From an optimization exercise on the open Yosys and OpenROAD flow, aimed at a short achievable clock period and few clock cycles; shortcuts taken in it are not production practice.
In this exercise RTL edits were held to simulation tests only and were not proved equivalent to the original.
No activity file was given, so power comes from the tool's default toggle rates.

[config.mk]
export PLATFORM = sky130hd
export DESIGN_NAME = infix_expression_evaluator
export DESIGN_NICKNAME = infix_expression_evaluator
export VERILOG_FILES = /design/flow/design.v
export SDC_FILE = /design/flow/constraint.sdc
export NUM_CORES = 4
export LEC_CHECK = 0
export ABC_CLOCK_PERIOD_IN_PS = 1500
export CAP_MARGIN = 20
export CORE_MARGIN = 2
export CORE_UTILIZATION = 55
export SETUP_SLACK_MARGIN = 5
export SLEW_MARGIN = 20
[constraint.sdc]
create_clock -name core_clock -period 9.0 [get_ports {clk}]
set_input_delay 1.8000 -clock core_clock [delete_from_list [all_inputs] [get_ports {clk}]]
set_output_delay 1.8000 -clock core_clock [all_outputs]
set_load 0.01 [all_outputs]
[design.v]
`default_nettype none
package iee_pkg;
	localparam logic [1:0] ST_OK      = 2'd0;
	localparam logic [1:0] ST_BADCHAR = 2'd1;
	localparam logic [1:0] ST_DIVZERO = 2'd2;
	localparam logic [1:0] ST_STACK   = 2'd3;
	localparam logic [2:0] OP_OPEN = 3'd0;
	localparam logic [2:0] OP_ADD  = 3'd1;
	localparam logic [2:0] OP_SUB  = 3'd2;
	localparam logic [2:0] OP_MUL  = 3'd3;
	localparam logic [2:0] OP_DIV  = 3'd4;
	localparam logic [3:0] CC_ADD   = 4'd10;
	localparam logic [3:0] CC_SUB   = 4'd11;
	localparam logic [3:0] CC_MUL   = 4'd12;
	localparam logic [3:0] CC_DIV   = 4'd13;
	localparam logic [3:0] CC_OPEN  = 4'd14;
	localparam logic [3:0] CC_CLOSE = 4'd15;
endpackage
`default_nettype wire
`default_nettype none
module iee_divider (
	input  wire logic        clk,
	input  wire logic        arst_n,
	input  wire logic        start,
	input  wire logic        is_div,
	input  wire logic [31:0] a,
	input  wire logic [31:0] b,
	output logic             done,
	output logic             dz,
	output logic [31:0]      res
);
	typedef enum logic [3:0] {
		A_IDLE = 4'd0,
		A_ML   = 4'd1,
		A_MF   = 4'd10,
		A_D0   = 4'd2,
		A_D0B  = 4'd3,
		A_D1   = 4'd4,
		A_D2   = 4'd5,
		A_DL   = 4'd6,
		A_DF   = 4'd7,
		A_DFB  = 4'd8,
		A_DONE = 4'd9
	} astate_t;
	astate_t     st_q;
	logic        dz_q, neg_q, prev_q, mdone_q, sub_q;
	logic [31:0] x_q, m_q, acc_q, pp_q, r_q, cs_q, cc_q, q_q;
	logic [7:0]  f_q;
	logic [5:0]  cnt_q;
	logic [32:0] trial;
	logic [31:0] acc_sum;
	logic        co0, co1;
	iee_add #(.W(33)) u_trial (
		.a({r_q, x_q[31]}), .b({m_q[31], m_q} ^ {33{sub_q}}), .cin(sub_q),
		.s(trial), .cout(co0)
	);
	iee_add #(.W(32)) u_acc (.a(cs_q), .b(cc_q), .cin(1'b0), .s(acc_sum), .cout(co1));
	logic [31:0] nx, ninc, nres, nq, nqinc;
	logic [7:0]  nall, nqall;
	logic [8:0]  ncy;
	assign nx = ~x_q;
	assign nq = ~q_q;
	for (genvar k = 0; k < 8; k++) begin : g_neg
		assign ninc[k*4 +: 4]  = nx[k*4 +: 4] + 4'd1;
		assign nall[k]         = &nx[k*4 +: 4];
		assign nqinc[k*4 +: 4] = nq[k*4 +: 4] + 4'd1;
		assign nqall[k]        = &nq[k*4 +: 4];
		assign nres[k*4 +: 4]  = ncy[k] ? pp_q[k*4 +: 4] : nx[k*4 +: 4];
	end
	assign ncy[0] = 1'b1;
	for (genvar k = 1; k < 9; k++) begin : g_ncy
		assign ncy[k] = &f_q[k-1:0];
	end
	logic        bd_one, bd_two, bd_neg;
	assign bd_neg = m_q[1] & ~(m_q[0] & prev_q);
	assign bd_one = m_q[0] ^ prev_q;
	assign bd_two = (m_q[1] & ~m_q[0] & ~prev_q) | (~m_q[1] & m_q[0] & prev_q);
	logic [31:0] pp_mag, pp;
	assign pp_mag = bd_one ? x_q : (bd_two ? {x_q[30:0], 1'b0} : 32'd0);
	assign pp     = bd_neg ? ~pp_mag : pp_mag;
	logic [31:0] n1a, n1b, n2a, n2b, n2c;
	logic        z16, z8, z4, z2, z1;
	assign z16 = (x_q[31:16] == '0);
	assign n1a = z16 ? {x_q[15:0], 16'd0} : x_q;
	assign z8  = (n1a[31:24] == '0);
	assign n1b = z8 ? {n1a[23:0], 8'd0} : n1a;
	assign z4  = (x_q[31:28] == '0);
	assign n2a = z4 ? {x_q[27:0], 4'd0} : x_q;
	assign z2  = (n2a[31:30] == '0);
	assign n2b = z2 ? {n2a[29:0], 2'd0} : n2a;
	assign z1  = ~n2b[31];
	assign n2c = z1 ? {n2b[30:0], 1'b0} : n2b;
	astate_t st_d;
	always_comb begin
		st_d = st_q;
		unique case (st_q)
			A_IDLE: if (start) st_d = is_div ? A_D0 : A_ML;
			A_ML:   if (mdone_q) st_d = A_MF;
			A_MF:   st_d = A_DONE;
			A_D0:   st_d = (m_q == '0) ? A_DONE : (x_q[31] ? A_D0B : A_D1);
			A_D0B:  st_d = A_D1;
			A_D1:   st_d = A_D2;
			A_D2:   st_d = A_DL;
			A_DL:   if (cnt_q <= 6'd1) st_d = neg_q ? A_DF : A_DONE;
			A_DF:   st_d = A_DFB;
			A_DFB:  st_d = A_DONE;
			default: st_d = A_IDLE;
		endcase
	end
	logic done_q, qres_q;
	always_ff @(posedge clk or negedge arst_n) begin
		if (!arst_n) begin
			st_q   <= A_IDLE;
			done_q <= 1'b0;
			qres_q <= 1'b0;
		end else begin
			st_q   <= st_d;
			done_q <= (st_d == A_DONE);
			qres_q <= (st_q == A_DL);
		end
	end
	logic in_ml, in_dl, in_mf, in_d0, in_df;
	assign in_ml = (st_q == A_ML);
	assign in_dl = (st_q == A_DL);
	assign in_mf = (st_q == A_MF);
	assign in_d0 = (st_q == A_D0);
	assign in_df = (st_q == A_DF);
	always_ff @(posedge clk) begin
		cs_q    <= in_ml ? (cs_q ^ cc_q ^ pp) : 32'd0;
		cc_q    <= in_ml ? {(cs_q[30:0] & cc_q[30:0]) | (cs_q[30:0] & pp[30:0]) | (cc_q[30:0] & pp[30:0]),
		                    bd_neg & (bd_one | bd_two)} : 32'd0;
		prev_q  <= in_ml & m_q[1];
		mdone_q <= in_ml ? ((m_q[31:3] == 29'd0) || (m_q[31:3] == 29'h1fff_ffff))
		                 : ((b[31:1] == 31'd0) || (b[31:1] == 31'h7fff_ffff));
		acc_q   <= in_mf ? acc_sum : (neg_q ? nres : x_q);
		pp_q    <= in_df ? nqinc : ninc;
		f_q     <= in_df ? nqall : nall;
		r_q     <= in_dl ? trial[31:0] : 32'd0;
		q_q     <= in_dl ? {q_q[30:0], ~trial[31]} : 32'd0;
		sub_q   <= in_dl ? ~(trial[31] ^ m_q[31]) : ~m_q[31];
		unique case (st_q)
			A_D1:    cnt_q <= 6'd32 - {1'b0, z16, z8, 3'b000};
			A_D2:    cnt_q <= cnt_q - {3'b000, z4, z2, z1};
			default: cnt_q <= cnt_q - 1'b1;
		endcase
		unique case (st_q)
			A_ML:    x_q <= {x_q[29:0], 2'b00};
			A_D0B:   x_q <= x_q[31] ? nres : x_q;
			A_D1:    x_q <= n1b;
			A_D2:    x_q <= n2c;
			A_DL:    x_q <= {x_q[30:0], 1'b0};
			A_DF:    x_q <= q_q;
			default: x_q <= a;
		endcase
		m_q <= (b & {32{st_q == A_IDLE}}) | ({{2{m_q[31]}}, m_q[31:2]} & {32{in_ml}})
		     | (m_q & {32{st_q != A_IDLE && !in_ml}});
		if (st_q == A_IDLE) dz_q <= 1'b0;
		else if (in_d0) dz_q <= (m_q == '0);
		if (in_d0) neg_q <= x_q[31] ^ m_q[31];
	end
	assign done = done_q;
	assign dz   = dz_q;
	assign res  = qres_q ? q_q : acc_q;
endmodule
`default_nettype wire
module iee_add #(
	parameter int W = 32
) (
	input  wire logic [W-1:0] a,
	input  wire logic [W-1:0] b,
	input  wire logic         cin,
	output logic [W-1:0]      s,
	output logic              cout
);
	localparam int L = $clog2(W);
	logic [(L+1)*W-1:0] g, p;
	logic [W-1:0] x;
	assign x = a ^ b;
	assign g[0] = (a[0] & b[0]) | (x[0] & cin);
	assign p[0] = x[0];
	for (genvar i = 1; i < W; i++) begin : g_bit
		assign g[i] = a[i] & b[i];
		assign p[i] = x[i];
	end
	for (genvar l = 0; l < L; l++) begin : g_lvl
		for (genvar i = 0; i < W; i++) begin : g_node
			if (i >= (1 << l)) begin : g_comb
				assign g[(l+1)*W + i] = g[l*W + i] | (p[l*W + i] & g[l*W + i - (1 << l)]);
				assign p[(l+1)*W + i] = p[l*W + i] & p[l*W + i - (1 << l)];
			end else begin : g_pass
				assign g[(l+1)*W + i] = g[l*W + i];
				assign p[(l+1)*W + i] = p[l*W + i];
			end
		end
	end
	assign s[0] = x[0] ^ cin;
	for (genvar i = 1; i < W; i++) begin : g_sum
		assign s[i] = x[i] ^ g[L*W + i - 1];
	end
	assign cout = g[L*W + W - 1];
endmodule
`default_nettype none
import iee_pkg::*;
module iee_datapath #(
	parameter int D = 48    
) (
	input  wire logic        clk,
	input  wire logic        arst_n,
	input  wire logic        wr,
	input  wire logic [5:0]  wr_code,
	output logic             full0,
	output logic             full1,
	input  wire logic        take,
	output logic             res_v,
	output logic [31:0]      res_val,
	output logic [1:0]       res_st
);
	function automatic logic [5:0] dec(input logic [5:0] c);
		logic ok;
		ok = ~c[4];
		dec[5] = c[5];
		dec[4] = ok & (c[3:0] == CC_CLOSE);
		dec[3] = ok & (c[3:0] == CC_OPEN);
		dec[2] = ok & (c[3:0] == CC_MUL || c[3:0] == CC_DIV);
		dec[1] = ok & (c[3:0] == CC_ADD || c[3:0] == CC_SUB);
		dec[0] = ok & (c[3:0] <= 4'd9);
	endfunction
	function automatic logic [2:0] okind(input logic [2:0] op);
		okind[2] = (op == OP_SUB);
		okind[1] = (op == OP_MUL) || (op == OP_DIV);
		okind[0] = (op == OP_OPEN);
	endfunction
	logic [D*6-1:0] q_q;
	logic [D-1:0]   wptr_q, rptr_q;
	logic [D:0]     wp_q;
	logic           pop_head;
	logic           hv_q;       
	logic [5:0]     hd_q;       
	logic [5:0]     hc_q;       
	logic           mem_empty, take_head, ld_mem, ld_wr, mem_wr;
	logic [5:0]     mem_rd;
	assign mem_empty = wp_q[0] | (wp_q[1] & hv_q);
	assign take_head = pop_head | ~hv_q;
	assign ld_mem    = take_head & ~mem_empty;
	assign ld_wr     = take_head & mem_empty & wr;
	assign mem_wr    = wr & ~ld_wr;
	always_comb begin
		mem_rd = '0;
		for (int i = 0; i < D; i++) mem_rd = mem_rd | (q_q[i*6 +: 6] & {6{rptr_q[i]}});
	end
	always_ff @(posedge clk or negedge arst_n) begin
		if (!arst_n) begin
			wp_q   <= (D+1)'(1);
			hv_q   <= 1'b0;
			wptr_q <= D'(1);
			rptr_q <= D'(1);
		end else begin
			if (wr && !pop_head) wp_q <= {wp_q[D-1:0], 1'b0};
			else if (pop_head && !wr) wp_q <= {1'b0, wp_q[D:1]};
			hv_q <= (hv_q & ~pop_head) | ld_mem | ld_wr;
			if (mem_wr) wptr_q <= {wptr_q[D-2:0], wptr_q[D-1]};
			if (ld_mem) rptr_q <= {rptr_q[D-2:0], rptr_q[D-1]};
		end
	end
	always_ff @(posedge clk) begin
		for (int i = 0; i < D; i++) if (mem_wr && wptr_q[i]) q_q[i*6 +: 6] <= wr_code;
		if (ld_mem) begin
			hd_q <= dec(mem_rd);
			hc_q <= mem_rd;
		end else if (ld_wr) begin
			hd_q <= dec(wr_code);
			hc_q <= wr_code;
		end
	end
	assign full0 = wp_q[D] | (wr & wp_q[D-1]);
	assign full1 = wp_q[D] | wp_q[D-1] | (wr & wp_q[D-2]);
	logic       h_last, h_dig, h_as, h_md, h_open, h_close;
	logic [3:0] h_code;
	logic [2:0] h_op;
	assign {h_last, h_close, h_open, h_md, h_as, h_dig} = hd_q;
	assign h_code = hc_q[3:0];
	always_comb begin
		unique case (h_code)
			CC_ADD:  h_op = OP_ADD;
			CC_SUB:  h_op = OP_SUB;
			CC_MUL:  h_op = OP_MUL;
			CC_DIV:  h_op = OP_DIV;
			default: h_op = OP_OPEN;
		endcase
	end
	logic [31:0]      t0_q, t1_q, t2_q;
	logic [13*32-1:0] m_q;
	logic [16*3-1:0]  o_q;
	logic [16:1]      opd_t, opr_t;    
	logic [2:0]       ok_q;            
	logic [1:0]       err_q;
	logic             fin_q, ab_q;
	logic opd_empty, opd_lt2, opd_full, opr_empty, opr_full;
	logic o_open, o_md, o_sub;
	assign opd_empty = ~opd_t[1];
	assign opd_lt2   = ~opd_t[2];
	assign opd_full  = opd_t[16];
	assign opr_empty = ~opr_t[1];
	assign opr_full  = opr_t[16];
	assign {o_sub, o_md, o_open} = ok_q;
	logic        a_start, a_done, a_dz, a_isdiv;
	logic [31:0] a_res;
	assign a_isdiv = (o_q[2:0] == OP_DIV);
	iee_divider u_arith (
		.clk(clk), .arst_n(arst_n), .start(a_start), .is_div(a_isdiv),
		.a(t1_q), .b(t0_q), .done(a_done), .dz(a_dz), .res(a_res)
	);
	logic       push_dig, push_op, pop_op, red_as, wb, set_fin, emit;
	logic       set_err;
	logic [1:0] err_val;
	logic       need_red;
	logic [1:0] em_st;
	logic       em_zero;
	assign need_red = ~opr_empty & ~o_open & (h_as | h_close | (h_md & o_md));
	always_comb begin
		pop_head = 1'b0;
		push_dig = 1'b0;
		push_op  = 1'b0;
		pop_op   = 1'b0;
		red_as   = 1'b0;
		a_start  = 1'b0;
		wb       = 1'b0;
		set_fin  = 1'b0;
		set_err  = 1'b0;
		err_val  = ST_STACK;
		emit     = 1'b0;
		em_st    = err_q;
		em_zero  = 1'b1;
		if (ab_q) begin
			if (a_done) begin
				if (a_dz) begin
					set_err = 1'b1;
					err_val = ST_DIVZERO;
				end else wb = 1'b1;
			end
		end else if (!fin_q) begin
			if (hv_q) begin
				if (err_q != ST_OK) begin
					pop_head = 1'b1;
					set_fin  = h_last;
				end else if (need_red) begin
					pop_op = 1'b1;
					if (opd_lt2) set_err = 1'b1;
					else if (o_md) a_start = 1'b1;
					else red_as = 1'b1;
				end else begin
					pop_head = 1'b1;
					set_fin  = h_last;
					if (h_dig) begin
						if (opd_full) set_err = 1'b1;
						else push_dig = 1'b1;
					end else if (h_as | h_md | h_open) begin
						if (opr_full) set_err = 1'b1;
						else push_op = 1'b1;
					end else if (h_close) begin
						if (opr_empty) set_err = 1'b1;
						else pop_op = 1'b1;
					end else begin
						set_err = 1'b1;
						err_val = ST_BADCHAR;
					end
				end
			end
		end else begin
			if (err_q != ST_OK) emit = ~res_v;
			else if (!opr_empty) begin
				pop_op = 1'b1;
				if (o_open) ;
				else if (opd_lt2) set_err = 1'b1;
				else if (o_md) a_start = 1'b1;
				else red_as = 1'b1;
			end else begin
				emit    = ~res_v;
				em_st   = opd_empty ? ST_STACK : ST_OK;
				em_zero = opd_empty;
			end
		end
	end
	always_ff @(posedge clk or negedge arst_n) begin
		if (!arst_n) begin
			opd_t <= '0;
			opr_t <= '0;
			err_q <= ST_OK;
			fin_q <= 1'b0;
			ab_q  <= 1'b0;
			res_v <= 1'b0;
		end else begin
			if (emit) begin
				opd_t <= '0;
				opr_t <= '0;
				err_q <= ST_OK;
				fin_q <= 1'b0;
			end else begin
				if (push_dig) opd_t <= {opd_t[15:1], 1'b1};
				else if (red_as || wb) opd_t <= {1'b0, opd_t[16:2]};
				if (push_op) opr_t <= {opr_t[15:1], 1'b1};
				else if (pop_op) opr_t <= {1'b0, opr_t[16:2]};
				if (set_err) err_q <= err_val;
				if (set_fin) fin_q <= 1'b1;
			end
			if (a_start) ab_q <= 1'b1;
			else if (a_done) ab_q <= 1'b0;
			if (emit) res_v <= 1'b1;
			else if (take) res_v <= 1'b0;
		end
	end
	logic [31:0] sum, dif;
	logic        co_s, co_d;
	iee_add #(.W(32)) u_sum (.a(t1_q), .b(t0_q), .cin(1'b0), .s(sum), .cout(co_s));
	iee_add #(.W(32)) u_dif (.a(t1_q), .b(~t0_q), .cin(1'b1), .s(dif), .cout(co_d));
	logic [31:0] m_rd;
	always_comb begin
		m_rd = '0;
		for (int k = 0; k < 12; k++) m_rd = m_rd | (m_q[k*32 +: 32] & {32{opd_t[k+4] & ~opd_t[k+5]}});
		m_rd = m_rd | (m_q[12*32 +: 32] & {32{opd_t[16]}});
	end
	always_ff @(posedge clk) begin
		t0_q <= ({28'd0, h_code} & {32{push_dig}}) | (a_res & {32{wb}})
		      | (dif & {32{red_as & o_sub}}) | (sum & {32{red_as & ~o_sub}})
		      | (t0_q & {32{~push_dig & ~red_as & ~wb}});
		t1_q <= (t0_q & {32{push_dig}}) | (t2_q & {32{red_as | wb}})
		      | (t1_q & {32{~push_dig & ~red_as & ~wb}});
		t2_q <= (t1_q & {32{push_dig}}) | (m_rd & {32{red_as | wb}})
		      | (t2_q & {32{~push_dig & ~red_as & ~wb}});
		for (int k = 0; k < 13; k++)
			if (push_dig && opd_t[k+3] && !opd_t[k+4]) m_q[k*32 +: 32] <= t2_q;
		if (push_op) begin
			o_q  <= {o_q[15*3-1:0], h_op};
			ok_q <= okind(h_op);
		end else if (pop_op) begin
			o_q[15*3-1:0] <= o_q[16*3-1:3];
			ok_q <= okind(o_q[5:3]);
		end
		if (emit) begin
			res_st  <= em_st;
			res_val <= em_zero ? 32'd0 : t0_q;
		end
	end
endmodule
`default_nettype wire
`default_nettype none
module iee_ctrl #(
	parameter int N = 4,
	parameter int NB = 2
) (
	input  wire logic          clk,
	input  wire logic          arst_n,
	input  wire logic          start,
	input  wire logic [7:0]    symbol,
	input  wire logic          last,
	input  wire logic [N-1:0]  full0,    
	input  wire logic [N-1:0]  full1,    
	output logic               busy,
	output logic [N-1:0]       wr,       
	output logic [5:0]         wr_code   
);
	logic          acc;
	logic          in_v_q;
	logic [7:0]    in_sym_q;
	logic          in_last_q;
	logic [NB-1:0] in_tgt_q, tgt_q;
	logic          b_same, b_same1, b_next;
	assign acc = start & ~busy;
	assign b_same  = full0[tgt_q];
	assign b_same1 = full1[tgt_q];
	logic [NB-1:0] tgt_nx;
	assign tgt_nx  = (tgt_q == NB'(N-1)) ? '0 : NB'(tgt_q + 1'b1);
	assign b_next  = full0[tgt_nx];
	always_ff @(posedge clk or negedge arst_n) begin
		if (!arst_n) begin
			busy     <= 1'b0;
			in_v_q   <= 1'b0;
			tgt_q    <= '0;
			in_tgt_q <= '0;
		end else begin
			busy     <= acc ? (last ? b_next : b_same1) : b_same;
			in_v_q   <= acc;
			in_tgt_q <= tgt_q;
			if (acc && last) tgt_q <= tgt_nx;
		end
	end
	always_ff @(posedge clk) begin
		in_sym_q  <= symbol;
		in_last_q <= last;
	end
	logic [4:0] code;
	always_comb begin
		code = 5'b10000;
		if (in_sym_q >= 8'd48 && in_sym_q <= 8'd57) code = {1'b0, in_sym_q[3:0]};
		else if (in_sym_q == 8'd43) code = {1'b0, iee_pkg::CC_ADD};
		else if (in_sym_q == 8'd45) code = {1'b0, iee_pkg::CC_SUB};
		else if (in_sym_q == 8'd42) code = {1'b0, iee_pkg::CC_MUL};
		else if (in_sym_q == 8'd47) code = {1'b0, iee_pkg::CC_DIV};
		else if (in_sym_q == 8'd40) code = {1'b0, iee_pkg::CC_OPEN};
		else if (in_sym_q == 8'd41) code = {1'b0, iee_pkg::CC_CLOSE};
	end
	assign wr_code = {in_last_q, code};
	always_comb begin
		for (int n = 0; n < N; n++) wr[n] = in_v_q && (in_tgt_q == NB'(n));
	end
endmodule
`default_nettype wire
`default_nettype none
module infix_expression_evaluator #(
	parameter int STACK_DEPTH = 16,
	parameter int VALUE_WIDTH = 32
) (
	input  wire logic        clk,
	input  wire logic        arst_n,
	input  wire logic        start,
	output logic             busy,
	input  wire logic [7:0]  symbol,
	input  wire logic        last,
	output logic             done,
	output logic [31:0]      value,
	output logic [1:0]       status
);
	localparam int N  = 4;
	localparam int NB = 2;
	logic [N-1:0]    full0, full1, wr, take, res_v;
	logic [5:0]      wr_code;
	logic [31:0]     res_val [N];
	logic [1:0]      res_st [N];
	logic [NB-1:0]   rd_q;
	iee_ctrl #(.N(N), .NB(NB)) u_ctrl (
		.clk(clk), .arst_n(arst_n), .start(start), .symbol(symbol), .last(last),
		.full0(full0), .full1(full1), .busy(busy), .wr(wr), .wr_code(wr_code)
	);
	for (genvar n = 0; n < N; n++) begin : g_eng
		iee_datapath u_eng (
			.clk(clk), .arst_n(arst_n), .wr(wr[n]), .wr_code(wr_code),
			.full0(full0[n]), .full1(full1[n]),
			.take(take[n]), .res_v(res_v[n]), .res_val(res_val[n]), .res_st(res_st[n])
		);
		assign take[n] = res_v[n] && (rd_q == NB'(n));
	end
	always_ff @(posedge clk or negedge arst_n) begin
		if (!arst_n) begin
			rd_q <= '0;
			done <= 1'b0;
		end else begin
			done <= res_v[rd_q];
			if (res_v[rd_q]) rd_q <= (rd_q == NB'(N-1)) ? '0 : NB'(rd_q + 1'b1);
		end
	end
	always_ff @(posedge clk) begin
		value  <= res_val[rd_q];
		status <= res_st[rd_q];
	end
endmodule
`default_nettype wire
[flow/run.sh]
#!/bin/bash
set -o pipefail
bash standard.sh SETUP_SLACK_MARGIN=5.6 MAX_REPAIR_ANTENNAS_ITER_DRT=12 MAX_REPAIR_ANTENNAS_ITER_GRT=12 finish > standard_flow.log 2>&1
[standard.sh]
#!/bin/bash
# synth_recipe.tcl (not shown) runs the flow's synth.tcl, then flattens the netlist and writes it again
# the make line also repeats each setting of config.mk as NAME=value (left out here)
make -C /OpenROAD-flow-scripts/flow DESIGN_CONFIG=/design/flow/config.mk WORK_HOME=/design/flow/orfs CLKGATE_MAP_FILE= SYNTH_SCRIPT=/design/flow/synth_recipe.tcl "${@:-finish}"
==> metrics.yaml, run 1 <==
sta:
  fin_skew_ps: 81.80
  fmax_ghz: 0.2787
  hold_viol: 0
  rsz0062_at_grt: "yes"
  report.final.slew_viol_count: 0
  finalCritPeriodShare_pct: 39.86
  fin_crit_ps: 3588
  tightest_slew_ps: 1304
  fin_hold_ws_ps: 451.4
  setup_viol: 0
  relSlewSlack_pct: 12.28
  fin_setup_tns_ps: 0
floorplan:
  die_h_um: 674.1
  die_w_um: 674.1
  io_pins: 48
  coreArea_mm2: 0.4482
  start_util_pct: 55.12
  design.die.area_mm2: 0.4545
  rows: 246
synthesis:
  netlist_instances: 21390
  async_flop_share_pct: 13.96
  syn-num-nets: 22110
  ys_warn_count: 6
  synth-main-ff-cell: "edfxtp_1"
  synth_seq_area_share_pct: 59.44
  synth_edf_count: 3324
  ys_types: 102
  synth_seq_cells: 5480
  synth_area_mm2: 0.2470
  postSynthAreaPerCell_um2: 11.55
global_routing:
  grt-ovfl-total: 0
  grt_pass1_wl_mm: 1138
  grt_pass1_vias: 167900
  grt_max_degree: 193
  track_usage_pct: 33.30
  antenna_found_initial: 29
power:
  ir_drop_mv: 0.2382
  p_per_area_mw_per_mm2: 185.7
  leakage_nw: 97.94
routing:
  drc: 0
  wire_per_inst_um: 28.22
  ant_nets: 0
  dr.pass1.iters: 13
  vias: 178100
  wl_mm: 779.9
  drt_iter0_drc: 22350
  viasPerCell: 6.445
cts:
  hold_buffers: 0
  cts_sinks: 5480
  htreeDepth: 6
  cts_buffers: 589
  cts.path.max_buffers: 4
  path_clk_slew_ps: 60
  root_buffer: "clkbuf_16"
  cts_tree: "done"
  clock_latency_ps: 1130
worst_setup_path:
  path_max_fanout: 7
  cp-start-kind: "flop"
  crit_path_end_kind: "flop"
  critPathArrivalTime_ps: 4550
  required_ps: 9960
  worst-setup-path-type: "reg2reg"
  r2r_slack_ps: 5410
job:
  drv_cap: 0
placement:
  gp_congestion: 0.9461
  dp_hpwl_mm: 500.5
  io_buffer_count: 47
  placed_cell_area_mm2: 0.2531
layout:
  syn_to_final_growth_pct: 13.22
  drive_gt1_share_pct: 13.05
  final_cell_area_mm2: 0.2797
  finalNetCount: 21880
  final_core_util_pct: 62.40
run_status:
  status: "no timing/DRC/antenna violations"
min_path:
  min-delay-path-class: "reg2reg"
-- metrics by stage --
stage	setup slack [ps]	power, mW	std cells
2_1_floorplan	5614	27.29	21390
3_3_place_gp	4468	27.49	26190
3_5_place_dp	4396	27.50	26200
4_1_cts	5358	52.21	27460
5_1_grt	5251	53.22	27630
6_report	5412	51.93	27640
-- final timing paths --
check,startpoint,end,depth (start not counted)
min reg2reg,g_eng[1].u_eng.o_q[43],g_eng[1].u_eng.o_q[46],0
max reg2reg,g_eng[3].u_eng.t1_q[16],g_eng[3].u_eng.t0_q[24],17
max,g_eng[3].u_eng.t1_q[16],g_eng[3].u_eng.t0_q[24],17
max in group asynchronous,arst_n,g_eng[3].u_eng.u_arith.qres_q,3
min in group asynchronous,arst_n,g_eng[3].u_eng.wptr_q[31],1
min,g_eng[1].u_eng.o_q[43],g_eng[1].u_eng.o_q[46],0
-- metal layers --
layer | part of all wire (%) | track usage, % | wire (um)
met5 | 0.012 | 0 | 92
met1 | 43 | 48.62 | 331900
met3 | 9.5 | 6.034 | 74290
met4 | 3.9 | 11.71 | 30190
met2 | 44 | 50.05 | 343500
-- synthesized netlist by cell type, drive strengths merged, types with 155 or more instances --
cell | number | area, um2
a211oi | 155 | 1179
a21o | 171 | 1284
a21oi | 978 | 4895
a221oi | 583 | 5112
a222oi | 235 | 2352
a22o | 386 | 3381
a22oi | 508 | 3814
a31oi | 239 | 1495
and2 | 312 | 1952
clkbuf | 1425 | 5355
dfrtp | 753 | 18840
dfxtp | 1391 | 27850
edfxtp | 3324 | 99820
ha | 562 | 7032
inv | 682 | 2560
mux2 | 224 | 2522
mux2i | 1055 | 10560
nand2 | 2705 | 10150
nand3 | 211 | 1056
nand4 | 161 | 1007
nor2 | 1387 | 5206
nor3 | 155 | 785.8
nor4 | 250 | 1585
o21ai | 876 | 4384
xnor2 | 271 | 2374
xor2 | 394 | 3451
-- worst max-delay path, stage by stage, from the launching register on --
cell and delay [ps]:
dfxtp_1 670, ha_2 450, a21o_1 190, a221oi_1 340, o21ai_2 140, a2111oi_2 320
nor2_1 110, buf_4 150, buf_6 100, buf_6 100, buf_6 100, buf_6 110
a21oi_2 120, nor2_1 50, o21ai_1 150, o31ai_2 90, xnor2_1 200, o21ai_1 70
-- state kept, by name, summed over array words and instances, names as in the netlist, 24 cells and up --
| register | flops |
|---|---|
| g_eng.u_eng.u_arith.cnt_q | 24 |
| g_eng.u_eng.u_arith.x_q | 128 |
| g_eng.u_eng.o_q | 192 |
| value | 32 |
| g_eng.u_eng.t0_q | 128 |
| g_eng.u_eng.res_val | 128 |
| g_eng.u_eng.m_q | 1664 |
| g_eng.u_eng.u_arith.q_q | 128 |
| g_eng.u_eng.opd_t | 64 |
| g_eng.u_eng.wp_q | 196 |
| g_eng.u_eng.u_arith.pp_q | 128 |
| g_eng.u_eng.u_arith.m_q | 128 |
| g_eng.u_eng.wptr_q | 192 |
| g_eng.u_eng.hd_q | 24 |
| g_eng.u_eng.u_arith.cc_q | 128 |
| g_eng.u_eng.u_arith.f_q | 28 |
| g_eng.u_eng.u_arith.acc_q | 128 |
| g_eng.u_eng.u_arith.r_q | 124 |
| g_eng.u_eng.opr_t | 64 |
| g_eng.u_eng.u_arith.cs_q | 128 |
| g_eng.u_eng.t1_q | 128 |
| g_eng.u_eng.t2_q | 128 |
| g_eng.u_eng.rptr_q | 192 |
| g_eng.u_eng.q_q | 1152 |
-- cell families (layout without fill, tap and decap cells) --
group / after synthesis / in the layout / share of synthesized area, %
compound gates: 5156 / 5158 / 14.82
xor+xnor: 665 / 665 / 2.358
fa+ha+maj: 707 / 707 / 4.018
buf+inv: 2235 / 2509 / 3.413
flops: 5480 / 5480 / 59.44
mux: 1281 / 1281 / 5.315
other cells: 0 / 15 / 0
simple gates: 5863 / 5871 / 10.63
-- power breakdown --
group	leakage (nW)	switching, mW	internal, mW
clock network	9.76	10.5	14.4
registers	46.4	0.0247	26.4
logic	41.8	0.431	0.126
total	97.9	11.0	40.9
-- cells in the final DEF, fill, tap and decap left out, drive strengths merged, types with 144 or more instances in the layout --
cell and count:
inv 710, a21oi 978, a31oi 239, xnor2 271
dfxtp 1391, nor3 155, a22o 386, a222oi 235
mux2 224, dfrtp 753, nand3 211, a22oi 508
edfxtp 3324, clkinv 187, xor2 394, nor2b 153
ha 562, fa 144, and3 154, mux2i 1055
nand4 161, a211oi 155, o21ai 876, nand2 2706
a221oi 583, nor2 1390, clkbuf 843, a21o 171
and2 312, nor4 250, buf 692
-- repair_timing --
item	in CTS	in global routing
gates cloned	16	9
pin swaps	120	230
gates resized for setup	790	460
buffers inserted	140	154
hold endpoints to repair	0	0
setup endpoints to repair	2701	1227
-- area by class of cell --
type	count	area (um2)
antenna	15	37.54
sequential	5480	147300
fill	35690	168500
inverter	688	2638
clock buffer	833	16800
timing repair inverter	3	15.01
timing repair buffer	715	6257
multi-input combinational	13680	95950
tap	5952	7447
clock inverter	270	3223
Testbench counts, summed over its fixed seeds: cycles 25,140.
==> run 2: changes to the inputs <==
--- a/config.mk
+++ b/config.mk
@@ -8,6 +8,7 @@
 export ABC_CLOCK_PERIOD_IN_PS = 1500
 export CAP_MARGIN = 20
 export CORE_MARGIN = 2
-export CORE_UTILIZATION = 55
+export CORE_UTILIZATION = 68
+export PLACE_DENSITY = 0.78
 export SETUP_SLACK_MARGIN = 5
 export SLEW_MARGIN = 20
==> run 2 against run 1 <==
Compared with the run above:
- synthesized cell count unchanged
- register-to-register slack better by 70 ps
- clock skew fell by 26 ps
- first-iteration DRC count grew 19%
- clock power down 7%
- global-route usage grew 5.7 points
- power is 3.4% lower
- highest routed layer unchanged
- combinational power fell by 3%
- sequential share of layout area is 0.74 points higher
- count of clock-buffer cells in the layout fell by 25
- worst setup slack better by 65 ps
- sequential power is essentially flat
==> metrics.yaml, run 2 <==
global_routing:
  grt_pass1_vias: 172800  # was 167,900
  antenna_found_initial: 29  # unchanged
  grt-ovfl-total: 0  # unchanged
  track_usage_pct: 39.03  # was 33.30%
  grt_pass1_wl_mm: 1090  # was 1138 mm
  grt_max_degree: 193  # unchanged
sta:
  tightest_slew_ps: 1284  # was 1304 ps
  setup_viol: 0  # unchanged
  finalCritPeriodShare_pct: 39.14  # was 39.86%
  fin_crit_ps: 3523  # was 3588 ps
  fin_setup_tns_ps: 0  # unchanged
  report.final.slew_viol_count: 0  # unchanged
  relSlewSlack_pct: 14.42  # was 12.28%
  fmax_ghz: 0.2839  # was 0.2787 GHz
  rsz0062_at_grt: "yes"  # unchanged
  hold_viol: 0  # unchanged
  fin_skew_ps: 55.79  # was 81.80 ps
worst_setup_path:
  path_delay_family: "compound AO/OA/AOI/OAI gates"  # unchanged
  path_max_fanout: 5  # was 7
  cp-start-kind: "flop"  # unchanged
  critPathArrivalTime_ps: 4400  # was 4550 ps
  cp_slowest_cell: "dfxtp_1"  # unchanged
  worst-setup-path-type: "reg2reg"  # unchanged
  critPathMaxStageDelay_ps: 540  # was 670 ps
  crit_path_end_kind: "flop"  # unchanged
  path_cells: "ha_1 > a21oi_1 > o21bai_1 > a41oi_4 > o31ai_4 > a221oi_2 > o21ai_2 > a211o_1 > a21o_1 > a2111oi_4 > o211ai_2 > xnor2_1 > o221ai_1"  # was ha_2 > a21o_1 > a221oi_1 > o21ai_2 > a2111oi_2 > nor2_1 > buf_4 > buf_6 > buf_6 > buf_6 > buf_6 > a21oi_2 > nor2_1 > o21ai_1 > o31ai_2 > xnor2_1 > o21ai_1
  cp_num_buf_inv: 0  # was 5
  required_ps: 9880  # was 9960 ps
run_status:
  status: "no timing/DRC/antenna violations"  # unchanged
floorplan:
  rows: 221  # was 246
  coreArea_mm2: 0.3620  # was 0.4482 mm2
  io_pins: 48  # unchanged
  start_util_pct: 68.24  # was 55.12%
  die_w_um: 606.7  # was 674.1 um
  die_h_um: 606.7  # was 674.1 um
  design.die.area_mm2: 0.3681  # was 0.4545 mm2
placement:
  gp_congestion: 0.9933  # was 0.9461
  dp.cells: 25000  # was 26,200
  placed_cell_area_mm2: 0.2513  # was 0.2531 mm2
  dp_hpwl_mm: 463.3  # was 500.5 mm
  io_buffer_count: 47  # unchanged
routing:
  viasPerCell: 6.883  # was 6.445
  wire_per_inst_um: 28.00  # was 28.22 um
  top_layer: "met5"  # unchanged
  wl_met2_mm: 332.2  # was 343.5 mm
  drc: 0  # unchanged
  wl_met3_mm: 89.24  # was 74.29 mm
  wl_mm: 737.7  # was 779.9 mm
  met1_length_mm: 272.4  # was 331.9 mm
  dr.pass1.iters: 13  # unchanged
  ant_nets: 0  # unchanged
  drt_iter0_drc: 26650  # was 22,350
  vias: 181400  # was 178,100
synthesis:
  synth_common_cells: "3,324 x edfxtp_1, 2,705 x nand2_1, 1,420 x clkbuf_1"  # unchanged
  yosysMostFrequentCell: "edfxtp_1"  # unchanged
  yosys-top-cells-area: "edfxtp_1 40%, dfxtp_1 11%, dfrtp_1 7.6%"  # unchanged
  ys_types: 102  # unchanged
  synth_top_cell_area_share_pct: 40.41  # unchanged
  postSynthAreaPerCell_um2: 11.55  # unchanged
  synth_edf_count: 3324  # unchanged
  synth_seq_cells: 5480  # unchanged
  netlist_instances: 21390  # unchanged
  synth_area_mm2: 0.2470  # unchanged
  async_flop_share_pct: 13.96  # unchanged
  synth-main-ff-cell: "edfxtp_1"  # unchanged
  synth_seq_area_share_pct: 59.44  # unchanged
  syn-num-nets: 22110  # unchanged
  yosysTopAreaCell: "edfxtp_1"  # unchanged
  ys_warn_count: 6  # unchanged
cts:
  clock_latency_ps: 1070  # was 1130 ps
  root_buffer: "clkbuf_16"  # unchanged
  cts_buffers: 557  # was 589
  cts.path.max_buffers: 4  # unchanged
  path_clk_slew_ps: 60  # about the same
  cts_sinks: 5480  # unchanged
  hold_buffers: 0  # unchanged
  htreeDepth: 6  # unchanged
  cts_tree: "done"  # unchanged
layout:
  reg_top3: "g_eng.u_eng.m_q x1664, g_eng.u_eng.q_q x1152, g_eng.u_eng.wp_q x196"  # unchanged
  final_cell_area_mm2: 0.2756  # was 0.2797 mm2
  final_common_cell: "edfxtp_1"  # unchanged
  finalNetCount: 21790  # was 21,880
  layout_common_cells: "3,324 x edfxtp_1, 2,684 x nand2_1, 1,350 x nor2_1"  # was 3,324 x edfxtp_1, 2,687 x nand2_1, 1,347 x nor2_1
  n_fill_cell: 22780  # was 35,690
  syn_to_final_growth_pct: 11.59  # was 13.22%
  fin_cells: 26350  # was 27,640
  top_register: "g_eng.u_eng.m_q"  # unchanged
  drive_gt1_share_pct: 12.05  # was 13.05%
  largest_register_ffs: 1664  # unchanged
job:
  drv_cap: 0  # unchanged
power:
  p_per_area_mw_per_mm2: 181.9  # was 185.7 mW/mm2
  ir_drop_mv: 0.2571  # was 0.2382 mV
  leakage_nw: 96.62  # was 97.94 nW
min_path:
  min-delay-path-class: "reg2reg"  # unchanged
==> run 2: cell count changes in the layout (fill, tap and decap cells not counted), moves of 12 or more <==
cell,change
dfxtp_1,+12
buf_4,-48
and2_1,+50
clkinv_1,-14
buf_6,-21
dfxtp_4,-26
dfxtp_2,+14
clkbuf_16,-38
clkbuf_1,+28
and2_2,-61
clkbuf_8,-14
==> run 2: kinds of logic (layout without fill, tap and decap cells) <==
kind of cell | count (synthesis) | after routing | synth area share (%)
simple gates | 5863 | 5871 | 10.63
compound gates | 5156 | 5157 | 14.82
buf+inv | 2235 | 2380 | 3.413
xor+xnor | 665 | 665 | 2.358
mux | 1281 | 1281 | 5.315
flops | 5480 | 5480 | 59.44
fa+ha+maj | 707 | 707 | 4.018
other cells | 0 | 15 | 0
==> run 2: area by class of cell <==
cell class | count | area (um2) | area share [%]
clock inverter | 224 | 2472 | 0.8970
inverter | 688 | 2626 | 0.9528
tap | 4794 | 5998 | 2.176
sequential | 5480 | 147200 | 53.40
timing repair inverter | 2 | 12.51 | 0.004539
multi-input combinational | 13680 | 95770 | 34.75
antenna | 15 | 37.54 | 0.01362
clock buffer | 808 | 15750 | 5.715
timing repair buffer | 658 | 5764 | 2.091
==> run 2: worst paths after layout <==
path	cells after the start	slack [ps]	start	end
worst max register to register	13	5480	g_eng[0].u_eng.t1_q[8]	g_eng[0].u_eng.t0_q[30]
min in group asynchronous	1	720	arst_n	g_eng[0].u_eng.u_arith.st_q[2]
max in group asynchronous	3	6350	arst_n	g_eng[3].u_eng.rptr_q[9]
worst max-delay path	13	5480	g_eng[0].u_eng.t1_q[8]	g_eng[0].u_eng.t0_q[30]
worst min-delay path	2	440	g_eng[3].u_eng.t1_q[25]	g_eng[3].u_eng.t1_q[25]
worst min register to register	2	440	g_eng[3].u_eng.t1_q[25]	g_eng[3].u_eng.t1_q[25]
==> run 2: layer usage <==
layer	vias up	global-route usage, %
met1	88350	52.68
met4	20	19.91
met2	11820	60.04
met5	-	0
met3	2232	8.431
li1	78950	-
==> run 2: repair_timing <==
item | in CTS | in global routing
pin swaps | 107 | 234
endpoints found under the setup margin | 2175 | 1953
cloned | 13 | 12
setup buffers | 91 | 182
gates resized for setup | 655 | 498
==> run 2: per-stage QoR <==
stage | power, mW | worst slack [ps] | hold WS (ps) | utilization (%)
global placement | 27.48 | 4318 | 429.6 | 69.39
CTS | 50.19 | 5301 | 444.4 | 75.16
detailed placement | 27.49 | 4210 | 434.7 | 69.42
floorplan | 27.29 | 5614 | 426.2 | -
global route | 51.20 | 5320 | 466.6 | 76.14
finish | 50.15 | 5477 | 443.5 | 76.15
==> run 2: tightest hold or removal path, cell delays in order (launching register included) <==
cell and delay [ps]:
dfxtp_1 310, nand2_1 50, nand2_1 40
==> run 2: power by group <==
group / switching [mW] / internal, mW / total [mW]
registers: 0.0247 / 26.4 / 26.4
clock network: 10.0 / 13.2 / 23.2
logic: 0.418 / 0.122 / 0.540
total: 10.4 / 39.7 / 50.1
==> run 3: changes to the inputs <==
--- a/design.v
+++ b/design.v
@@ -295,6 +295,7 @@
 	logic [2:0]       ok_q;            
 	logic [1:0]       err_q;
 	logic             fin_q, ab_q;
+	logic             sv_q;            
 	logic opd_empty, opd_lt2, opd_full, opr_empty, opr_full;
 	logic o_open, o_md, o_sub;
 	assign opd_empty = ~opd_t[1];
@@ -344,10 +345,10 @@
 					pop_head = 1'b1;
 					set_fin  = h_last;
 				end else if (need_red) begin
-					pop_op = 1'b1;
+					pop_op = opd_lt2 | o_md | sv_q;
 					if (opd_lt2) set_err = 1'b1;
 					else if (o_md) a_start = 1'b1;
-					else red_as = 1'b1;
+					else red_as = sv_q;
 				end else begin
 					pop_head = 1'b1;
 					set_fin  = h_last;
@@ -369,11 +370,11 @@
 		end else begin
 			if (err_q != ST_OK) emit = ~res_v;
 			else if (!opr_empty) begin
-				pop_op = 1'b1;
+				pop_op = o_open | opd_lt2 | o_md | sv_q;
 				if (o_open) ;
 				else if (opd_lt2) set_err = 1'b1;
 				else if (o_md) a_start = 1'b1;
-				else red_as = 1'b1;
+				else red_as = sv_q;
 			end else begin
 				emit    = ~res_v;
 				em_st   = opd_empty ? ST_STACK : ST_OK;
@@ -389,7 +390,11 @@
 			fin_q <= 1'b0;
 			ab_q  <= 1'b0;
 			res_v <= 1'b0;
+			sv_q  <= 1'b0;
+			mw_v_q <= 1'b0;
 		end else begin
+			mw_v_q <= push_dig & opd_t[3];
+			sv_q <= ~(push_dig | red_as | wb);
 			if (emit) begin
 				opd_t <= '0;
 				opr_t <= '0;
@@ -409,26 +414,38 @@
 			else if (take) res_v <= 1'b0;
 		end
 	end
-	logic [31:0] sum, dif;
+	logic [31:0] sum, dif, sum_q, dif_q;
 	logic        co_s, co_d;
 	iee_add #(.W(32)) u_sum (.a(t1_q), .b(t0_q), .cin(1'b0), .s(sum), .cout(co_s));
 	iee_add #(.W(32)) u_dif (.a(t1_q), .b(~t0_q), .cin(1'b1), .s(dif), .cout(co_d));
+	logic [12:0] mw_sel_q, mr_sel;
+	logic        mw_v_q;
+	logic [31:0] mw_q;
+	for (genvar k = 0; k < 12; k++) begin : g_mr
+		assign mr_sel[k] = opd_t[k+4] & ~opd_t[k+5];
+	end
+	assign mr_sel[12] = opd_t[16];
 	logic [31:0] m_rd;
 	always_comb begin
 		m_rd = '0;
-		for (int k = 0; k < 12; k++) m_rd = m_rd | (m_q[k*32 +: 32] & {32{opd_t[k+4] & ~opd_t[k+5]}});
-		m_rd = m_rd | (m_q[12*32 +: 32] & {32{opd_t[16]}});
+		for (int k = 0; k < 13; k++) m_rd = m_rd | (m_q[k*32 +: 32] & {32{mr_sel[k]}});
+		if (mw_v_q && |(mw_sel_q & mr_sel)) m_rd = mw_q;
 	end
 	always_ff @(posedge clk) begin
+		sum_q <= sum;
+		dif_q <= dif;
 		t0_q <= ({28'd0, h_code} & {32{push_dig}}) | (a_res & {32{wb}})
-		      | (dif & {32{red_as & o_sub}}) | (sum & {32{red_as & ~o_sub}})
+		      | (dif_q & {32{red_as & o_sub}}) | (sum_q & {32{red_as & ~o_sub}})
 		      | (t0_q & {32{~push_dig & ~red_as & ~wb}});
 		t1_q <= (t0_q & {32{push_dig}}) | (t2_q & {32{red_as | wb}})
 		      | (t1_q & {32{~push_dig & ~red_as & ~wb}});
 		t2_q <= (t1_q & {32{push_dig}}) | (m_rd & {32{red_as | wb}})
 		      | (t2_q & {32{~push_dig & ~red_as & ~wb}});
-		for (int k = 0; k < 13; k++)
-			if (push_dig && opd_t[k+3] && !opd_t[k+4]) m_q[k*32 +: 32] <= t2_q;
+		for (int k = 0; k < 13; k++) begin
+			mw_sel_q[k] <= opd_t[k+3] & ~opd_t[k+4];
+			if (mw_v_q && mw_sel_q[k]) m_q[k*32 +: 32] <= mw_q;
+		end
+		mw_q <= t2_q;
 		if (push_op) begin
 			o_q  <= {o_q[15*3-1:0], h_op};
 			ok_q <= okind(h_op);
@@ -461,7 +478,6 @@
 );
 	logic          acc;
 	logic          in_v_q;
-	logic [7:0]    in_sym_q;
 	logic          in_last_q;
 	logic [NB-1:0] in_tgt_q, tgt_q;
 	logic          b_same, b_same1, b_next;
@@ -484,22 +500,22 @@
 			if (acc && last) tgt_q <= tgt_nx;
 		end
 	end
-	always_ff @(posedge clk) begin
-		in_sym_q  <= symbol;
-		in_last_q <= last;
-	end
-	logic [4:0] code;
+	logic [4:0] code, code_q;
 	always_comb begin
 		code = 5'b10000;
-		if (in_sym_q >= 8'd48 && in_sym_q <= 8'd57) code = {1'b0, in_sym_q[3:0]};
-		else if (in_sym_q == 8'd43) code = {1'b0, iee_pkg::CC_ADD};
-		else if (in_sym_q == 8'd45) code = {1'b0, iee_pkg::CC_SUB};
-		else if (in_sym_q == 8'd42) code = {1'b0, iee_pkg::CC_MUL};
-		else if (in_sym_q == 8'd47) code = {1'b0, iee_pkg::CC_DIV};
-		else if (in_sym_q == 8'd40) code = {1'b0, iee_pkg::CC_OPEN};
-		else if (in_sym_q == 8'd41) code = {1'b0, iee_pkg::CC_CLOSE};
+		if (symbol >= 8'd48 && symbol <= 8'd57) code = {1'b0, symbol[3:0]};
+		else if (symbol == 8'd43) code = {1'b0, iee_pkg::CC_ADD};
+		else if (symbol == 8'd45) code = {1'b0, iee_pkg::CC_SUB};
+		else if (symbol == 8'd42) code = {1'b0, iee_pkg::CC_MUL};
+		else if (symbol == 8'd47) code = {1'b0, iee_pkg::CC_DIV};
+		else if (symbol == 8'd40) code = {1'b0, iee_pkg::CC_OPEN};
+		else if (symbol == 8'd41) code = {1'b0, iee_pkg::CC_CLOSE};
+	end
+	always_ff @(posedge clk) begin
+		code_q    <= code;
+		in_last_q <= last;
 	end
-	assign wr_code = {in_last_q, code};
+	assign wr_code = {in_last_q, code_q};
 	always_comb begin
 		for (int n = 0; n < N; n++) wr[n] = in_v_q && (in_tgt_q == NB'(n));
 	end
--- a/config.mk
+++ b/config.mk
@@ -8,7 +8,6 @@
 export ABC_CLOCK_PERIOD_IN_PS = 1500
 export CAP_MARGIN = 20
 export CORE_MARGIN = 2
-export CORE_UTILIZATION = 68
-export PLACE_DENSITY = 0.78
+export CORE_UTILIZATION = 55
 export SETUP_SLACK_MARGIN = 5
 export SLEW_MARGIN = 20
==> run 3 against run 2 <==
Compared with the run above:
- first-iteration DRC count decreased by 22%
- highest routed layer unchanged
- synthesized cell count up 1.9%
- critical path type is now reg2out
- still clean
- largest cell class unchanged
- clock skew shrank 14 ps
==> metrics.yaml, run 3 <==
sta:
  tightest_slew_ps: 1279  # was 1284 ps
  hold_viol: 0  # unchanged
  fin_setup_tns_ps: 0  # unchanged
  finalCritPeriodShare_pct: 38.55  # was 39.14%
  report.final.slew_viol_count: 0  # unchanged
  final.setup.worst_slack_ps: 5531  # was 5477 ps
  rsz0062_at_grt: "yes"  # unchanged
  setup_viol: 0  # unchanged
  relSlewSlack_pct: 14.26  # was 14.42%
  fin_hold_ws_ps: 360.5  # was 443.5 ps
  fmax_ghz: 0.2882  # was 0.2839 GHz
  fin_skew_ps: 42.06  # was 55.79 ps
  fin_crit_ps: 3469  # was 3523 ps
synthesis:
  synth_seq_cells: 5917  # was 5,480
  yosysTopAreaCell: "edfxtp_1"  # unchanged
  yosys-top-cells-area: "edfxtp_1 39%, dfxtp_1 14%, dfrtp_1 7.4%"  # was edfxtp_1 40%, dfxtp_1 11%, dfrtp_1 7.6%
  yosysMostFrequentCell: "edfxtp_1"  # unchanged
  synth_common_cells: "3,324 x edfxtp_1, 2,063 x nand2_1, 1,820 x dfxtp_1"  # was 3,324 x edfxtp_1, 2,705 x nand2_1, 1,420 x clkbuf_1
  syn-num-nets: 22510  # was 22,110
  async_flop_share_pct: 13.06  # was 13.96%
  ys_warn_count: 6  # unchanged
  ys_types: 91  # was 102
  postSynthAreaPerCell_um2: 11.85  # was 11.55 um2
  synth_edf_count: 3324  # unchanged
  synth_area_mm2: 0.2581  # was 0.2470 mm2
  synth_seq_area_share_pct: 60.28  # was 59.44%
  synth-main-ff-cell: "edfxtp_1"  # unchanged
  synth_top_cell_area_share_pct: 38.67  # was 40.41%
  netlist_instances: 21790  # was 21,390
worst_setup_path:
  path_max_fanout: 1  # was 5
  r2r_start: "g_eng[3].u_eng.u_arith.x_q[30]"  # was g_eng[0].u_eng.t1_q[8]
  cp_num_buf_inv: 1  # was 0
  required_ps: 7200  # was 9880 ps
  critPathMaxStageDelay_ps: 460  # was 540 ps
  cp-start-kind: "flop"  # unchanged
  critPathArrivalTime_ps: 1670  # was 4400 ps
  cp_slowest_cell: "dfxtp_4"  # was dfxtp_1
  path_delay_family: "flip-flops"  # was compound AO/OA/AOI/OAI gates
  path_cells: "buf_6"  # was ha_1 > a21oi_1 > o21bai_1 > a41oi_4 > o31ai_4 > a221oi_2 > o21ai_2 > a211o_1 > a21o_1 > a2111oi_4 > o211ai_2 > xnor2_1 > o221ai_1
  crit_path_end_kind: "output pin"  # was flop
  startpoint: "value[8]"  # was g_eng[0].u_eng.t1_q[8]
  worst-setup-path-type: "reg2out"  # was reg2reg
placement:
  gp_congestion: 0.9426  # was 0.9933
  io_buffer_count: 47  # unchanged
  dp.cells: 26840  # was 25,000
  dp_slack_ps: 3997  # was 4210 ps
  placed_cell_area_mm2: 0.2643  # was 0.2513 mm2
  dp_hpwl_mm: 501.9  # was 463.3 mm
global_routing:
  antenna_found_initial: 31  # was 29
  grt_max_degree: 151  # was 193
  track_usage_pct: 31.76  # was 39.03%
  grt_pass1_vias: 170500  # was 172,800
  grt-ovfl-total: 0  # unchanged
  grt_pass1_wl_mm: 1139  # was 1090 mm
layout:
  drive_gt1_share_pct: 12.83  # was 12.05%
  n_fill_cell: 36940  # was 22,780
  syn_to_final_growth_pct: 12.46  # was 11.59%
  reg_top3: "g_eng.u_eng.m_q x1664, g_eng.u_eng.q_q x1152, g_eng.u_eng.wp_q x196"  # unchanged
  largest_register_ffs: 1664  # unchanged
  top_register: "g_eng.u_eng.m_q"  # unchanged
  final_cell_area_mm2: 0.2903  # was 0.2756 mm2
  final_common_cell: "edfxtp_1"  # unchanged
  ff_latch_area_mm2: 0.1559  # was 0.1472 mm2
  multi_input_area_mm2: 0.09729  # was 0.09577 mm2
  finalNetCount: 22270  # was 21,790
  fin_cells: 28300  # was 26,350
  layout_common_cells: "3,324 x edfxtp_1, 2,042 x nand2_1, 1,691 x dfxtp_1"  # was 3,324 x edfxtp_1, 2,684 x nand2_1, 1,350 x nor2_1
  final_core_util_pct: 62.13  # was 76.15%
min_path:
  min-delay-path-class: "reg2reg"  # unchanged
  hp-start: "g_eng[3].u_eng.t2_q[29]"  # was g_eng[3].u_eng.t1_q[25]
routing:
  drt_iter0_drc: 20750  # was 26,650
  wl_mm: 777.6  # was 737.7 mm
  dr.pass1.iters: 12  # was 13
  viasPerCell: 6.351  # was 6.883
  drc: 0  # unchanged
  wire_per_inst_um: 27.48  # was 28.00 um
  vias: 179700  # was 181,400
  ant_nets: 0  # unchanged
floorplan:
  die_w_um: 689.1  # was 606.7 um
  design.die.area_mm2: 0.4749  # was 0.3681 mm2
  rows: 251  # was 221
  die_h_um: 689.1  # was 606.7 um
  start_util_pct: 55.24  # was 68.24%
  coreArea_mm2: 0.4673  # was 0.3620 mm2
  io_pins: 48  # unchanged
cts:
  cts_tree: "done"  # unchanged
  hold_buffers: 0  # unchanged
  clock_latency_ps: 1090  # was 1070 ps
  htreeDepth: 6  # unchanged
  cts.path.max_buffers: 4  # unchanged
  root_buffer: "clkbuf_16"  # unchanged
  cts_buffers: 625  # was 557
  path_clk_slew_ps: 60  # about the same
  cts_sinks: 5917  # was 5,480
run_status:
  status: "no timing/DRC/antenna violations"  # unchanged
power:
  leakage_nw: 101.8  # was 96.62 nW
  pwr-share-clk_pct: 47.6  # was 46.2%
  comb_power_share_pct: 1.0  # was 1.1%
  switchingPower_mw: 11.54  # was 10.44 mW
  ir_drop_mv: 0.2106  # was 0.2571 mV
  internal_power_mw: 43.64  # was 39.71 mW
  switching_share_pct: 20.91  # was 20.82%
  p_per_area_mw_per_mm2: 190.0  # was 181.9 mW/mm2
  p_seq_share_pct: 51.4  # was 52.7%
  total_power_mw: 55.17  # was 50.15 mW
job:
  drv_cap: 0  # unchanged
[run 3: cell count changes after synthesis, sizes merged, moves of 34 or more]
cell / delta
o21ai: +176
nand2: -642
a221o: +95
a21oi: -92
o221ai: -89
mux2: +205
xnor2: +68
xor2: +44
dfxtp: +429
clkbuf: -43
a31oi: -85
nor2: +125
nand4: +68
nor4: -34
[run 3: layout make-up]
class | instances | share of cell area (%)
flip-flops and latches | 5917 | 53.70
multi-input cells | 13650 | 33.51
clock buffers | 918 | 6.203
well taps | 6198 | 2.671
repair buffers | 643 | 1.935
clock inverters | 251 | 1.038
inverters | 706 | 0.9275
repair inverters | 3 | 0.007758
diodes | 8 | 0.006896
[run 3: power groups by stage]
stage | Combinational, mW | Clock [mW] | Sequential [mW]
2_1_floorplan | 0.305 | 0 | 29.0
3_3_place_gp | 0.521 | 0 | 28.9
3_5_place_dp | 0.524 | 0 | 28.9
4_1_cts | 0.535 | 26.6 | 28.4
5_1_grt | 0.589 | 27.6 | 28.3
6_report | 0.530 | 26.3 | 28.4
[run 3: routing by layer]
layer / track usage, % / share of wire (%) / vias up
met5: 0 / 0.018 / -
met4: 9.763 / 3.3 / 24
met1: 45.40 / 43 / 90380
met2: 50.44 / 46 / 7239
met3: 4.539 / 7.8 / 1293
li1: - / - / 80760
[run 3: cells by family after synthesis]
group | Yosys count | synth area share [%]
AND/OR/NAND/NOR | 5498 | 9.802
adder cells (fa/ha/maj) | 706 | 3.841
flip-flops | 5917 | 60.28
multiplexers | 1491 | 5.999
buffers and inverters | 2232 | 3.254
AO/OA/AOI/OAI | 5168 | 14.19
XOR/XNOR | 777 | 2.636
[run 3: final timing paths]
kind,slack (ps),end,depth (start not counted)
hold reg to reg,360,g_eng[3].u_eng.mw_q[29],0
setup / recovery,5530,value[8],1
max in group asynchronous,6310,g_eng[2].u_eng.wptr_q[9],3
hold / removal,360,g_eng[3].u_eng.mw_q[29],0
setup reg to reg,5580,g_eng[3].u_eng.u_arith.x_q[13],15
min in group asynchronous,640,g_eng[1].u_eng.wp_q[28],1
[run 3: timing repair]
| item | CTS | global route |
|---|---|---|
| setup endpoints to repair | 1711 | 1497 |
| pin swaps | 52 | 151 |
| gates resized for setup | 620 | 391 |
| buffers inserted | 84 | 168 |
| gates cloned | 14 | 14 |
Testbench counts of run 3, summed over its fixed seeds: cycles 25,172.
==> run 4: changes to the inputs <==
--- a/design.v
+++ b/design.v
@@ -50,10 +50,15 @@
 	logic [32:0] trial;
 	logic [31:0] acc_sum;
 	logic        co0, co1;
-	iee_add #(.W(33)) u_trial (
-		.a({r_q, x_q[31]}), .b({m_q[31], m_q} ^ {33{sub_q}}), .cin(sub_q),
-		.s(trial), .cout(co0)
+	logic [32:0] t_add, t_sub;
+	logic        co5;
+	iee_add #(.W(33)) u_tadd (
+		.a({r_q, x_q[31]}), .b({m_q[31], m_q}), .cin(1'b0), .s(t_add), .cout(co0)
 	);
+	iee_add #(.W(33)) u_tsub (
+		.a({r_q, x_q[31]}), .b(~{m_q[31], m_q}), .cin(1'b1), .s(t_sub), .cout(co5)
+	);
+	assign trial = sub_q ? t_sub : t_add;
 	iee_add #(.W(32)) u_acc (.a(cs_q), .b(cc_q), .cin(1'b0), .s(acc_sum), .cout(co1));
 	logic [31:0] nx, ninc, nres, nq, nqinc;
 	logic [7:0]  nall, nqall;
--- a/config.mk
+++ b/config.mk
@@ -8,6 +8,7 @@
 export ABC_CLOCK_PERIOD_IN_PS = 1500
 export CAP_MARGIN = 20
 export CORE_MARGIN = 2
-export CORE_UTILIZATION = 55
+export CORE_UTILIZATION = 68
+export PLACE_DENSITY = 0.78
 export SETUP_SLACK_MARGIN = 5
 export SLEW_MARGIN = 20
==> run 4 against run 3 <==
Compared with the run above:
- maximum frequency up 0.22%
- utilization up 13 points
- register-to-register slack better by 60 ps
- sequential cell count unchanged
- largest power group unchanged
- clock power down 3%
- clock skew up 18 ps
- highest routed layer unchanged
- power down 1.3%
- global-route usage up 6.7 points
- sequential power about the same
==> metrics.yaml, run 4 <==
synthesis:
  postSynthAreaPerCell_um2: 11.55  # was 11.85 um2
  netlist_instances: 22820  # was 21,790
  synth_seq_cells: 5917  # unchanged
  ys_types: 105  # was 91
  yosysMostFrequentCell: "edfxtp_1"  # unchanged
  synth_area_mm2: 0.2635  # was 0.2581 mm2
  ys_warn_count: 6  # unchanged
  async_flop_share_pct: 13.06  # unchanged
  syn-num-nets: 23670  # was 22,510
  synth_seq_area_share_pct: 59.05  # was 60.28%
  synth_common_cells: "3,324 x edfxtp_1, 2,284 x nand2_1, 1,820 x dfxtp_1"  # was 3,324 x edfxtp_1, 2,063 x nand2_1, 1,820 x dfxtp_1
  synth_edf_count: 3324  # unchanged
  synth-main-ff-cell: "edfxtp_1"  # unchanged
  yosysTopAreaCell: "edfxtp_1"  # unchanged
  yosys-top-cells-area: "edfxtp_1 38%, dfxtp_1 14%, dfrtp_1 7.2%"  # was edfxtp_1 39%, dfxtp_1 14%, dfrtp_1 7.4%
  synth_top_cell_area_share_pct: 37.87  # was 38.67%
layout:
  n_fill_cell: 24960  # was 36,940
  largest_register_ffs: 1664  # unchanged
  layout_common_cells: "3,324 x edfxtp_1, 2,267 x nand2_1, 1,685 x dfxtp_1"  # was 3,324 x edfxtp_1, 2,042 x nand2_1, 1,691 x dfxtp_1
  final_common_cell: "edfxtp_1"  # unchanged
  reg_top3: "g_eng.u_eng.m_q x1664, g_eng.u_eng.q_q x1152, g_eng.u_eng.wp_q x196"  # unchanged
  fin_cells: 28040  # was 28,300
  top_register: "g_eng.u_eng.m_q"  # unchanged
  drive_gt1_share_pct: 11.39  # was 12.83%
  finalNetCount: 23180  # was 22,270
  syn_to_final_growth_pct: 10.52  # was 12.46%
placement:
  dp.cells: 26760  # was 26,840
  gp_congestion: 0.9760  # was 0.9426
  io_buffer_count: 47  # unchanged
  dp_slack_ps: 4741  # was 3997 ps
  dp_hpwl_mm: 492.5  # was 501.9 mm
sta:
  finalCritPeriodShare_pct: 38.46  # was 38.55%
  report.final.slew_viol_count: 0  # unchanged
  fmax_ghz: 0.2889  # was 0.2882 GHz
  rsz0062_at_grt: "yes"  # unchanged
  hold_viol: 0  # unchanged
  final.setup.worst_slack_ps: 5538  # was 5531 ps
  fin_skew_ps: 59.72  # was 42.06 ps
  tightest_slew_ps: 1345  # was 1279 ps
  setup_viol: 0  # unchanged
  relSlewSlack_pct: 10.36  # was 14.26%
  fin_setup_tns_ps: 0  # unchanged
  fin_crit_ps: 3462  # was 3469 ps
floorplan:
  die_w_um: 626.5  # was 689.1 um
  start_util_pct: 68.33  # was 55.24%
  coreArea_mm2: 0.3857  # was 0.4673 mm2
  rows: 228  # was 251
  io_pins: 48  # unchanged
  die_h_um: 626.5  # was 689.1 um
  design.die.area_mm2: 0.3926  # was 0.4749 mm2
worst_setup_path:
  path_delay_family: "flip-flops"  # unchanged
  path_cells: "buf_6"  # unchanged
  ff2ff_path_depth: 14  # was 15
  reg2reg_to: "g_eng[3].u_eng.u_arith.r_q[29]"  # was g_eng[3].u_eng.u_arith.x_q[13]
  r2r_slack_ps: 5640  # was 5580 ps
  cp_slowest_cell: "dfrtp_2"  # was dfxtp_4
  cp-start-kind: "flop"  # unchanged
  critPathArrivalTime_ps: 1660  # was 1670 ps
  worst-setup-path-type: "reg2out"  # unchanged
  required_ps: 7200  # about the same
  crit_path_end_kind: "output pin"  # unchanged
  critPathMaxStageDelay_ps: 450  # was 460 ps
  path_max_fanout: 1  # unchanged
  cp_num_buf_inv: 1  # unchanged
  r2r_start: "g_eng[3].u_eng.u_arith.m_q[4]"  # was g_eng[3].u_eng.u_arith.x_q[30]
routing:
  wire_per_inst_um: 27.53  # was 27.48 um
  drt_iter0_drc: 25680  # was 20,750
  dr.pass1.iters: 11  # was 12
  drc: 0  # unchanged
  vias: 190500  # was 179,700
  ant_nets: 0  # unchanged
  viasPerCell: 6.796  # was 6.351
  wl_mm: 771.8  # was 777.6 mm
cts:
  htreeDepth: 6  # unchanged
  cts_tree: "done"  # unchanged
  cts_buffers: 595  # was 625
  hold_buffers: 0  # unchanged
  root_buffer: "clkbuf_16"  # unchanged
  cts_sinks: 5917  # unchanged
  path_clk_slew_ps: 60  # about the same
  clock_latency_ps: 1090  # about the same
  cts.path.max_buffers: 4  # unchanged
min_path:
  holdPathStages: 0  # unchanged
  min_to: "g_eng[0].u_eng.mw_q[26]"  # was g_eng[3].u_eng.mw_q[29]
  min-delay-path-class: "reg2reg"  # unchanged
  hp-start: "g_eng[0].u_eng.t2_q[26]"  # was g_eng[3].u_eng.t2_q[29]
global_routing:
  grt_use_met1_pct: 52.39  # was 45.40%
  grtUsageMet2_pct: 59.33  # was 50.44%
  top_usage_layer: "met2"  # unchanged
  antenna_found_initial: 33  # was 31
  grt_pass1_vias: 182800  # was 170,500
  grt_pass1_wl_mm: 1149  # was 1139 mm
  grt_max_degree: 157  # was 151
  track_usage_pct: 38.43  # was 31.76%
  grt-ovfl-total: 0  # unchanged
  grt_util_met3_pct: 7.727  # was 4.539%
power:
  p_per_area_mw_per_mm2: 187.0  # was 190.0 mW/mm2
  internal_power_mw: 43.21  # was 43.64 mW
  pwr-share-clk_pct: 47.0  # was 47.6%
  comb_power_share_pct: 1.0  # about the same
  p_seq_share_pct: 52.1  # was 51.4%
  switching_share_pct: 20.66  # was 20.91%
  switchingPower_mw: 11.25  # was 11.54 mW
  leakage_nw: 102.3  # was 101.8 nW
  ir_drop_mv: 0.2720  # was 0.2106 mV
job:
  drv_cap: 0  # unchanged
run_status:
  status: "no timing/DRC/antenna violations"  # unchanged
run 4: cell count changes after synthesis, sizes merged, moves of 121 or more:
cell	previous run	this run
inv	701	940
nand2	2063	2284
a21oi	886	1067
xor2	438	293
ha	562	690
o21ai	1052	1173
run 4: worst max-delay path by stage:
stage / from / to / cells past startpoint
2_1_floorplan: u_ctrl.in_last_q / g_eng[0].u_eng.q_q[101] / 0
3_3_place_gp: g_eng[3].u_eng.u_arith.x_q[31] / g_eng[3].u_eng.u_arith.r_q[30] / 14
3_5_place_dp: g_eng[3].u_eng.u_arith.x_q[31] / g_eng[3].u_eng.u_arith.r_q[30] / 14
4_1_cts: u_ctrl.busy / busy / 1
5_1_grt: g_eng[0].u_eng.t0_q[2] / g_eng[0].u_eng.sum_q[31] / 13
6_report: done / done / 1
run 4: cell families after synthesis:
logic type / Yosys count / synth area share [%]
AOI/OAI and AO/OA: 5650 / 15.04
xor gates and xnor gates: 664 / 2.223
adders and majority gates: 838 / 4.400
buffers and inverters: 2548 / 3.660
DFF: 5917 / 59.05
muxes: 1395 / 5.508
and+or+nand+nor: 5810 / 10.12
run 4: what timing repair did:
action,CTS,global route
pin swaps,37,92
setup endpoints to repair,1376,1300
gates resized for setup,428,357
cloned,5,6
setup buffers,45,96
hold endpoints to repair,0,0
run 4: area by class of cell:
type,instances,area (um2),area share [%]
inverters,950,3613,1.241
diodes,19,47.55,0.01632
clock inverters,271,3119,1.071
well taps,5175,6475,2.223
clock buffers,837,17090,5.868
multi-input cells,14360,100800,34.62
repair buffers,506,4150,1.425
repair inverters,1,5.005,0.001718
flip-flops and latches,5917,155900,53.53
run 4: metal layers:
layer,vias to the layer above,wire [um]
li1,83740,-
met1,92990,293100
met2,11520,347100
met3,2274,88190
met4,20,43280
met5,-,118
run 4: metrics by stage:
stage / total power, mW / util (%) / hold slack (ps) / cell area, um2
final: 54.47 / 75.52 / 362.8 / 291300
after global routing: 55.65 / 75.50 / 368.5 / 291200
after CTS: 54.55 / 74.97 / 360.8 / 289100
after detailed placement: 29.46 / 69.44 / 358.3 / 267800
after global placement: 29.45 / 69.42 / 355.5 / 267700
after floorplan: 29.26 / - / 350.3 / 263600
run 4: power groups by stage:
stage                     registers (mW)  clock network, mW  logic [mW]
after floorplan                     29.0                  0       0.306
after global placement              29.0                  0       0.503
after detailed placement            29.0                  0       0.512
after CTS                           28.4               25.7       0.520
after global routing                28.3               26.7       0.573
final                               28.4               25.6       0.522
Testbench counts of run 4, summed over its fixed seeds: cycles 25,172.

==> what the ideal ports hide <==
No port has a modelled driver above. Below, the same layouts with a new extraction and two added sets of constraints.
Step 1, drivers: a clkbuf_16 drives clk and a buf_2 each remaining input, both assumed.
Step 2 moves the port delays by t, midway between the first and last clock arrival at a register: inputs arrive t later, outputs are due t later. That takes back most of the time a late clock gives input paths.
Slacks: ideal ports / drivers / drivers and shift; pairs: ideal ports / drivers.
run	t (ns)	setup WS [ns]	clock arrival spread, ns	worst slew at a driven data input, ns
run 1	1.208	5.412 / 5.389 / 5.211	0.087 / 0.087	0.06
run 2	1.159	5.477 / 5.441 / 5.258	0.067 / 0.067	0.08
run 3	1.188	5.531 / 5.414 / 5.191	0.051 / 0.051	0.05
run 4	1.179	5.538 / 5.419 / 5.364	0.063 / 0.063	0.06
After both steps every run listed still meets setup and hold. For run 3, which loses most, drivers alone change the setup slack by -0.117 ns; drivers and shift together by -0.340 ns. The worst setup slack also covers recovery checks on asynchronous resets.
